From an optimization exercise on the open Yosys and OpenROAD flow, aimed at small area and a short achievable clock period; shortcuts taken in it are not production practice. Only simulation tests tie the RTL to the original design; equivalence was not proved. Power is estimated from default activity; no workload was simulated.

[flow/run.sh]
#!/bin/bash
# synth_recipe.tcl (not shown) runs the flow's synth.tcl, then flattens the netlist and writes it again
# the make line also repeats each setting of config.mk as NAME=value (left out here)
make -C /OpenROAD-flow-scripts/flow DESIGN_CONFIG=/design/flow/config.mk WORK_HOME=/design/flow/orfs CLKGATE_MAP_FILE= SYNTH_SCRIPT=/design/flow/synth_recipe.tcl finish
[flow/config.mk]
export PLATFORM = sky130hd
export DESIGN_NAME = spm_top
export DESIGN_NICKNAME = spm_top
export VERILOG_FILES = /design/flow/design.v
export SDC_FILE = /design/flow/constraint.sdc
export NUM_CORES = 4
export LEC_CHECK = 0
export CAP_MARGIN = 20
export CORE_MARGIN = 2
export CORE_UTILIZATION = 40
export SLEW_MARGIN = 20
[flow/design.v]
`default_nettype none
package spm_pkg;
    parameter int SAMPLE_WIDTH_DEFAULT = 16;
    parameter int FIFO_DEPTH_DEFAULT = 16;
    parameter int INTERVAL_WIDTH = 32;
    parameter int TIMER_WIDTH = 32;
    parameter int SAMPLE_MAX_WIDTH = 32;
    function automatic logic [SAMPLE_MAX_WIDTH-1:0] end_marker(input integer width);
        end_marker = 32'd1 << (width - 1);
    endfunction
    function automatic logic [SAMPLE_MAX_WIDTH-1:0] most_negative(input integer width);
        most_negative = end_marker(width) + 32'd1;
    endfunction
    function automatic logic [SAMPLE_MAX_WIDTH-1:0] most_positive(input integer width);
        most_positive = end_marker(width) - 32'd1;
    endfunction
endpackage
`default_nettype wire
`default_nettype none
`timescale 1ns/10ps
module spm_control (
    input  logic                            clk,
    input  logic                            reset,
    input  logic                            enable,
    input  logic                            start,
    input  logic                            stream_end,
    output logic                            collecting,
    output logic [spm_pkg::TIMER_WIDTH-1:0] timer,
    output logic                            busy,
    output logic                            done
);
    localparam logic STATE_IDLE    = 1'b0;
    localparam logic STATE_COLLECT = 1'b1;
    logic state;
    logic start_run;
    assign start_run = (state == STATE_IDLE) && start;
    assign collecting = (state == STATE_COLLECT);
    always_ff @(posedge clk or posedge reset) begin
        if (reset) begin
            state <= STATE_IDLE;
            busy  <= 1'b0;
            done  <= 1'b0;
        end else if (enable) begin
            case (state)
                STATE_IDLE: begin
                    if (start_run) begin
                        state <= STATE_COLLECT;
                        busy  <= 1'b1;
                        done  <= 1'b0;
                    end
                end
                STATE_COLLECT: begin
                    if (stream_end) begin
                        state <= STATE_IDLE;
                        busy  <= 1'b0;
                        done  <= 1'b1;
                    end
                end
                default: begin
                    state <= STATE_IDLE;
                end
            endcase
        end
    end
    always_ff @(posedge clk or posedge reset) begin
        if (reset) begin
            timer <= '0;
        end else if (enable) begin
            if (start_run) begin
                timer <= '0;
            end else if (busy) begin
                timer <= timer + spm_pkg::TIMER_WIDTH'(1);
            end
        end
    end
endmodule
`default_nettype wire
`default_nettype none
`timescale 1ns/10ps
module interval_extrema #(
    parameter int SAMPLE_WIDTH = spm_pkg::SAMPLE_WIDTH_DEFAULT
) (
    input  logic                               clk,
    input  logic                               reset,
    input  logic                               enable,
    input  logic                               collecting,
    input  logic [spm_pkg::INTERVAL_WIDTH-1:0] interval,
    input  logic signed [SAMPLE_WIDTH-1:0]     data_in,
    input  logic                               data_in_valid,
    output logic                               data_in_ready,
    input  logic                               min_full,
    input  logic                               max_full,
    output logic                               push,
    output logic signed [SAMPLE_WIDTH-1:0]     push_min,
    output logic signed [SAMPLE_WIDTH-1:0]     push_max,
    output logic                               stream_end
);
    localparam logic [spm_pkg::SAMPLE_MAX_WIDTH-1:0] MARKER_WIDE = spm_pkg::end_marker(SAMPLE_WIDTH);
    localparam logic [spm_pkg::SAMPLE_MAX_WIDTH-1:0] NEG_WIDE = spm_pkg::most_negative(SAMPLE_WIDTH);
    localparam logic [spm_pkg::SAMPLE_MAX_WIDTH-1:0] POS_WIDE = spm_pkg::most_positive(SAMPLE_WIDTH);
    localparam logic signed [SAMPLE_WIDTH-1:0] END_MARKER = MARKER_WIDE[SAMPLE_WIDTH-1:0];
    localparam logic signed [SAMPLE_WIDTH-1:0] SAMPLE_NEG = NEG_WIDE[SAMPLE_WIDTH-1:0];
    localparam logic signed [SAMPLE_WIDTH-1:0] SAMPLE_POS = POS_WIDE[SAMPLE_WIDTH-1:0];
    logic [spm_pkg::INTERVAL_WIDTH-1:0]     interval_q;
    logic [spm_pkg::INTERVAL_WIDTH-1:0]     count;
    logic [spm_pkg::INTERVAL_WIDTH-1:0]     count_next;
    logic signed [SAMPLE_WIDTH-1:0] run_min;
    logic signed [SAMPLE_WIDTH-1:0] run_max;
    logic signed [SAMPLE_WIDTH-1:0] cand_min;
    logic signed [SAMPLE_WIDTH-1:0] cand_max;
    logic accept;
    logic is_marker;
    logic last_sample;
    assign data_in_ready = enable && collecting && !min_full && !max_full;
    assign accept        = data_in_valid && data_in_ready;
    assign is_marker     = (data_in == END_MARKER);
    assign stream_end    = accept && is_marker;
    assign cand_min   = (data_in < run_min) ? data_in : run_min;
    assign cand_max   = (data_in > run_max) ? data_in : run_max;
    assign count_next = count + spm_pkg::INTERVAL_WIDTH'(1);
    assign last_sample = (count_next == interval_q);
    assign push = accept && (is_marker ? (count != '0) : last_sample);
    assign push_min = is_marker ? run_min : cand_min;
    assign push_max = is_marker ? run_max : cand_max;
    always_ff @(posedge clk or posedge reset) begin
        if (reset) begin
            interval_q <= '0;
            count      <= '0;
            run_min    <= SAMPLE_POS;
            run_max    <= SAMPLE_NEG;
        end else if (enable) begin
            if (!collecting) begin
                interval_q <= interval;
                count      <= '0;
                run_min    <= SAMPLE_POS;
                run_max    <= SAMPLE_NEG;
            end else if (accept) begin
                if (is_marker || last_sample) begin
                    count   <= '0;
                    run_min <= SAMPLE_POS;
                    run_max <= SAMPLE_NEG;
                end else begin
                    count   <= count_next;
                    run_min <= cand_min;
                    run_max <= cand_max;
                end
            end
        end
    end
endmodule
`default_nettype wire
`default_nettype none
`timescale 1ns/10ps
module extrema_fifo #(
    parameter int SAMPLE_WIDTH = spm_pkg::SAMPLE_WIDTH_DEFAULT,
    parameter int FIFO_DEPTH   = spm_pkg::FIFO_DEPTH_DEFAULT
) (
    input  logic                           clk,
    input  logic                           reset,
    input  logic                           wr_en,
    input  logic signed [SAMPLE_WIDTH-1:0] wr_data,
    output logic                           full,
    output logic signed [SAMPLE_WIDTH-1:0] rd_data,
    output logic                           rd_valid,
    input  logic                           rd_ready
);
    localparam int ADDR_WIDTH = $clog2(FIFO_DEPTH);
    generate
        if (FIFO_DEPTH < 2 || (FIFO_DEPTH & (FIFO_DEPTH - 1)) != 0) begin : g_bad_depth
            $error("extrema_fifo depth must be a power of two and at least 2");
        end
    endgenerate
    logic signed [SAMPLE_WIDTH-1:0] mem [FIFO_DEPTH];
    logic [ADDR_WIDTH-1:0] wr_ptr;
    logic [ADDR_WIDTH-1:0] rd_ptr;
    logic [ADDR_WIDTH:0]   count;
    logic                  rd_en;
    assign full     = (count == (ADDR_WIDTH + 1)'(FIFO_DEPTH));
    assign rd_valid = (count != '0);
    assign rd_data  = mem[rd_ptr];
    assign rd_en    = rd_valid && rd_ready;
    always_ff @(posedge clk) begin
        if (wr_en) begin
            mem[wr_ptr] <= wr_data;
        end
    end
    always_ff @(posedge clk or posedge reset) begin
        if (reset) begin
            wr_ptr <= '0;
            rd_ptr <= '0;
            count  <= '0;
        end else begin
            if (wr_en) begin
                wr_ptr <= wr_ptr + ADDR_WIDTH'(1);
            end
            if (rd_en) begin
                rd_ptr <= rd_ptr + ADDR_WIDTH'(1);
            end
            case ({wr_en, rd_en})
                2'b10:   count <= count + (ADDR_WIDTH + 1)'(1);
                2'b01:   count <= count - (ADDR_WIDTH + 1)'(1);
                default: count <= count;
            endcase
        end
    end
endmodule
`default_nettype wire
`default_nettype none
`timescale 1ns/10ps
module spm_top #(
    parameter int SAMPLE_WIDTH = spm_pkg::SAMPLE_WIDTH_DEFAULT,
    parameter int FIFO_DEPTH   = spm_pkg::FIFO_DEPTH_DEFAULT
) (
    input  logic                               clk,
    input  logic                               reset,
    input  logic                               enable,
    input  logic                               start,
    input  logic [spm_pkg::INTERVAL_WIDTH-1:0] interval,
    input  logic signed [SAMPLE_WIDTH-1:0]     data_in,
    input  logic                               data_in_valid,
    output logic                               data_in_ready,
    output logic signed [SAMPLE_WIDTH-1:0]     min_out,
    output logic signed [SAMPLE_WIDTH-1:0]     max_out,
    output logic                               min_out_valid,
    output logic                               max_out_valid,
    input  logic                               min_out_ready,
    input  logic                               max_out_ready,
    output logic [spm_pkg::TIMER_WIDTH-1:0]    timer,
    output logic                               busy,
    output logic                               done
);
    logic                           collecting;
    logic                           stream_end;
    logic                           push;
    logic signed [SAMPLE_WIDTH-1:0] push_min;
    logic signed [SAMPLE_WIDTH-1:0] push_max;
    logic                           min_full;
    logic                           max_full;
    spm_control i_spm_control (
        .clk        (clk),
        .reset      (reset),
        .enable     (enable),
        .start      (start),
        .stream_end (stream_end),
        .collecting (collecting),
        .timer      (timer),
        .busy       (busy),
        .done       (done)
    );
    interval_extrema #(
        .SAMPLE_WIDTH (SAMPLE_WIDTH)
    ) i_interval_extrema (
        .clk           (clk),
        .reset         (reset),
        .enable        (enable),
        .collecting    (collecting),
        .interval      (interval),
        .data_in       (data_in),
        .data_in_valid (data_in_valid),
        .data_in_ready (data_in_ready),
        .min_full      (min_full),
        .max_full      (max_full),
        .push          (push),
        .push_min      (push_min),
        .push_max      (push_max),
        .stream_end    (stream_end)
    );
    extrema_fifo #(
        .SAMPLE_WIDTH (SAMPLE_WIDTH),
        .FIFO_DEPTH   (FIFO_DEPTH)
    ) min_fifo (
        .clk      (clk),
        .reset    (reset),
        .wr_en    (push),
        .wr_data  (push_min),
        .full     (min_full),
        .rd_data  (min_out),
        .rd_valid (min_out_valid),
        .rd_ready (min_out_ready)
    );
    extrema_fifo #(
        .SAMPLE_WIDTH (SAMPLE_WIDTH),
        .FIFO_DEPTH   (FIFO_DEPTH)
    ) max_fifo (
        .clk      (clk),
        .reset    (reset),
        .wr_en    (push),
        .wr_data  (push_max),
        .full     (max_full),
        .rd_data  (max_out),
        .rd_valid (max_out_valid),
        .rd_ready (max_out_ready)
    );
endmodule
`default_nettype wire
[flow/constraint.sdc]
create_clock -name core_clock -period 4.5 [get_ports {clk}]
set_input_delay 0.9000 -clock core_clock [delete_from_list [all_inputs] [get_ports {clk}]]
set_output_delay 0.9000 -clock core_clock [all_outputs]
set_load 0.01 [all_outputs]
==> metrics.yaml <==
cells_and_area:
  final_cells: 2989
  n_antenna_cell: 0
  final-seq-area_um2: 19330
  finalNetCount: 2091
  syn_to_final_growth_pct: 21.61
  drive_gt1_share_pct: 25.94
  multi_input_area_um2: 9180
  nFillCells: 5883
sta:
  hold_viol_final: 0
  tightest_slew_ns: 0.8387
  max_freq_ghz: 0.2319
  holdWs_ns: 0.4821
  period_needed_ns: 4.312
  finalCritPeriodShare_pct: 95.83
  skew_ns: 0.02020
  report.final.slew_viol_count: 0
  setup_viol: 0
  rsz0062_at_grt: "no"
  maxSlewHeadroom_pct: 44.09
  setup_slack_ns: 0.1875
placement:
  gp_congestion: 0.8566
  dp_hpwl_um: 43320
  pre_cts_ws_ns: -0.1042
  io_buffers: 123
  dp_cells: 2853
drt:
  wl_per_cell_um: 23.66
  ant_nets: 0
  vias: 16680
  drc: 0
  first_pass_iters: 4
  wl_um: 70710
  viasPerCell: 5.580
  drt_iter0_markers: 1484
power:
  p_leak_uw: 0.01256
  power.density_nw_per_um2: 590.5
  netSwitchingFraction_pct: 28.79
  pwr-share-comb_pct: 30.5
  switching_power_uw: 6011
  p_int_uw: 14870
  seqPwrFrac_pct: 40.2
  power.clock.fraction_pct: 29.4
  ir_drop_mv: 0.2798
floorplan:
  io_pins: 124
  die_area_um2: 74860
  die_w_um: 273.6
  initial_core_util_pct: 40.53
  coreArea_um2: 71730
  num_rows: 98
  die-height_um: 273.6
synth:
  synth.net_count: 1855
  syn-instance-count: 1746
  post-synth-top-count-cell: "edfxtp_1"
  yosysSeqAreaShare_pct: 66.47
  ys_top_cells_by_area: "edfxtp_1 53%, mux4_2 12%, dfrtp_1 12%"
  ys_warn_count: 3
  syn_avg_cell_area_um2: 16.65
  synth_flop_cell: "edfxtp_1"
  ys_types: 82
  synth_edf_count: 512
  ys_top_cells_by_count: "512 x edfxtp_1, 160 x mux4_2, 140 x dfrtp_1, 69 x nand2_1, 68 x inv_1"
  ys_ff_latch: 669
  synth_area_um2: 29070
  yosysTopAreaCell: "edfxtp_1"
  async_flop_share_pct: 23.47
  synth_top_area_share_pct: 52.88
setup_path:
  regToRegSetupSlack_ns: 0.28
  worst_setup_path_end_kind: "output port"
  reg2reg_from: "i_interval_extrema.count[2]$_DFFE_PP0P_"
  critPathCapture: "min_out[3]"
  cp.arrival_ns: 3.41
  cp-start-kind: "flip-flop"
  cp_max_fo: 33
  reg2reg_to: "min_fifo.count[4]$_DFFE_PP0P_"
  r2r_cells: 17
  startpoint: "min_fifo.rd_ptr[0]$_DFFE_PP0P_"
  crit_type: "flip-flop to output port"
  critPathRequiredTime_ns: 3.60
clock_network:
  clk_pin_slew_ns: 0.06
  clock_sinks: 669
  post_cts_resized: 0
  cts-root-buf: "clkbuf_16"
  h-tree-depth: 3
  cts_hold_buf: 0
  cts_tree: "built"
  cts_buffers: 73
  insertion_delay_ns: 0.61
  max-clock-path-buffers: 3
flow_run:
  maxCapViolCount: 0
min_path:
  hp-class: "flip-flop to flip-flop"
global_routing:
  groute.usage.overall_pct: 19.16
  first_global_vias: 17180
  grt_max_degree: 76
  grt_remaining_overflow: 0
  grt_first_pass_wirelength_um: 107000
  grt_antenna_before_repair: 2
outcome:
  run_status: "no timing/DRC/antenna violations"
==> power groups by stage <==
stage / Sequential [uW] / Combinational (uW) / Clock (uW)
floorplan: 8210 / 4080 / 0
global placement: 8510 / 6330 / 0
detailed placement: 8520 / 6450 / 0
CTS: 8400 / 6470 / 6270
global route: 8450 / 6870 / 6520
finish: 8390 / 6360 / 6130
==> worst max-delay path, cell delays in order, from the launching register on <==
cell and delay [ns]:
dfrtp_4 0.87, buf_4 0.36, mux4_2 0.53, mux4_2 0.50, clkdlybuf4s50_1 0.51
==> sequential cells by signal, indices dropped and copies added, names as in the netlist, 5 cells and up <==
signal and count:
i_interval_extrema.count 32, i_interval_extrema.interval_q 32, i_interval_extrema.run_max 16, i_interval_extrema.run_min 16
i_spm_control.timer 32, max_fifo.count 5, max_fifo.mem 256, min_fifo.count 5
min_fifo.mem 256
==> kinds of logic after synthesis <==
family          Yosys count  share of synthesized area [%]
compound gates          176                          4.497
mux                     213                          14.43
fa+ha+maj                54                          2.376
xor+xnor                 88                          2.651
buf+inv                 169                          2.423
flops                   669                          66.47
simple gates            377                          7.157
==> metal layers <==
| layer | vias up | global-route usage (%) | routed length, um |
|---|---|---|---|
| met4 | 4 | 5.076 | 1231 |
| li1 | 7364 | - | - |
| met2 | 462 | 31.17 | 34370 |
| met5 | - | 0 | 16 |
| met3 | 92 | 2.684 | 3699 |
| met1 | 8758 | 27.14 | 31390 |
==> timing repair <==
item	4_1_cts	5_1_grt
hold endpoints to repair	0	0
setup endpoints to repair	0	4
buffers inserted	0	4
==> per-stage QoR <==
step,util [%],area [um^2],TNS (ns),power [uW]
4_1_cts,49.24,35320,0,21140
3_5_place_dp,45.81,32860,-0.3430,14970
3_3_place_gp,45.81,32860,-0.07848,14840
2_1_floorplan,-,29080,-112.86,12290
6_report,49.29,35360,0,20880
5_1_grt,49.29,35360,0,21840
==> worst min path at each step <==
stage | from | to | slack, ns | depth (start not counted)
after global placement | i_spm_control.done$_DFFE_PP0P_ | i_spm_control.done$_DFFE_PP0P_ | 0.46 | 1
after global routing | max_fifo.rd_ptr[3]$_DFFE_PP0P_ | max_fifo.rd_ptr[3]$_DFFE_PP0P_ | 0.50 | 1
after floorplan | max_fifo.count[4]$_DFFE_PP0P_ | max_fifo.count[4]$_DFFE_PP0P_ | 0.45 | 1
after detailed placement | max_fifo.rd_ptr[3]$_DFFE_PP0P_ | max_fifo.rd_ptr[3]$_DFFE_PP0P_ | 0.47 | 1
final | max_fifo.rd_ptr[3]$_DFFE_PP0P_ | max_fifo.rd_ptr[3]$_DFFE_PP0P_ | 0.48 | 1
after CTS | max_fifo.rd_ptr[3]$_DFFE_PP0P_ | max_fifo.rd_ptr[3]$_DFFE_PP0P_ | 0.49 | 1
==> layout make-up <==
cell class                 instances  area share, %
sequential                       669          54.69
clock buffer                      94          5.595
multi-input combinational        908          25.96
inverter                          69         0.7432
clock inverter                    38          1.362
tap                              950          3.362
timing repair buffer             261          8.288
==> layout by cell type, fill, tap and decap left out, types with 18 or more instances in the layout <==
cell,count
edfxtp_1,512
mux4_2,160
dfrtp_1,136
clkdlybuf4s50_1,123
buf_4,85
clkbuf_16,75
nand2_1,69
nand3_1,67
inv_1,67
buf_12,53
ha_1,52
mux2_2,49
nor2_1,47
xnor2_1,45
xor2_1,43
o21ai_0,32
nand4_1,30
or3_1,29
a22o_1,28
a21oi_1,27
nor4_1,18

-- static timing again, ports no longer ideal --
The results above use ideal ports. As a check the final layout listed here was re-extracted and re-timed, cells and wires unchanged.
Step 1 (the two cells are an assumption about what drives the block):
set clk [get_ports {clk}]
set_driving_cell -lib_cell sky130_fd_sc_hd__clkbuf_16 $clk
set_driving_cell -lib_cell sky130_fd_sc_hd__buf_2 [delete_from_list [all_inputs] $clk]
Step 2, shift: input delay + t, output delay - t, t = (earliest + latest rising clock arrival at the registers) / 2. This alone moves slack from input paths to output paths.
Three values: ideal, step 1, step 2; two values: the first two.
t, ns: 0.671
setup WS [ns]: 0.188 / 0.122 / -0.083
worst setup path after step 2: input to register
worst data-port slew with drivers (ns): 0.11
Met with ideal ports but missed after step 2: setup timing in this run. For this run, drivers alone change the setup slack by -0.066 ns; drivers and shift together by -0.271 ns.
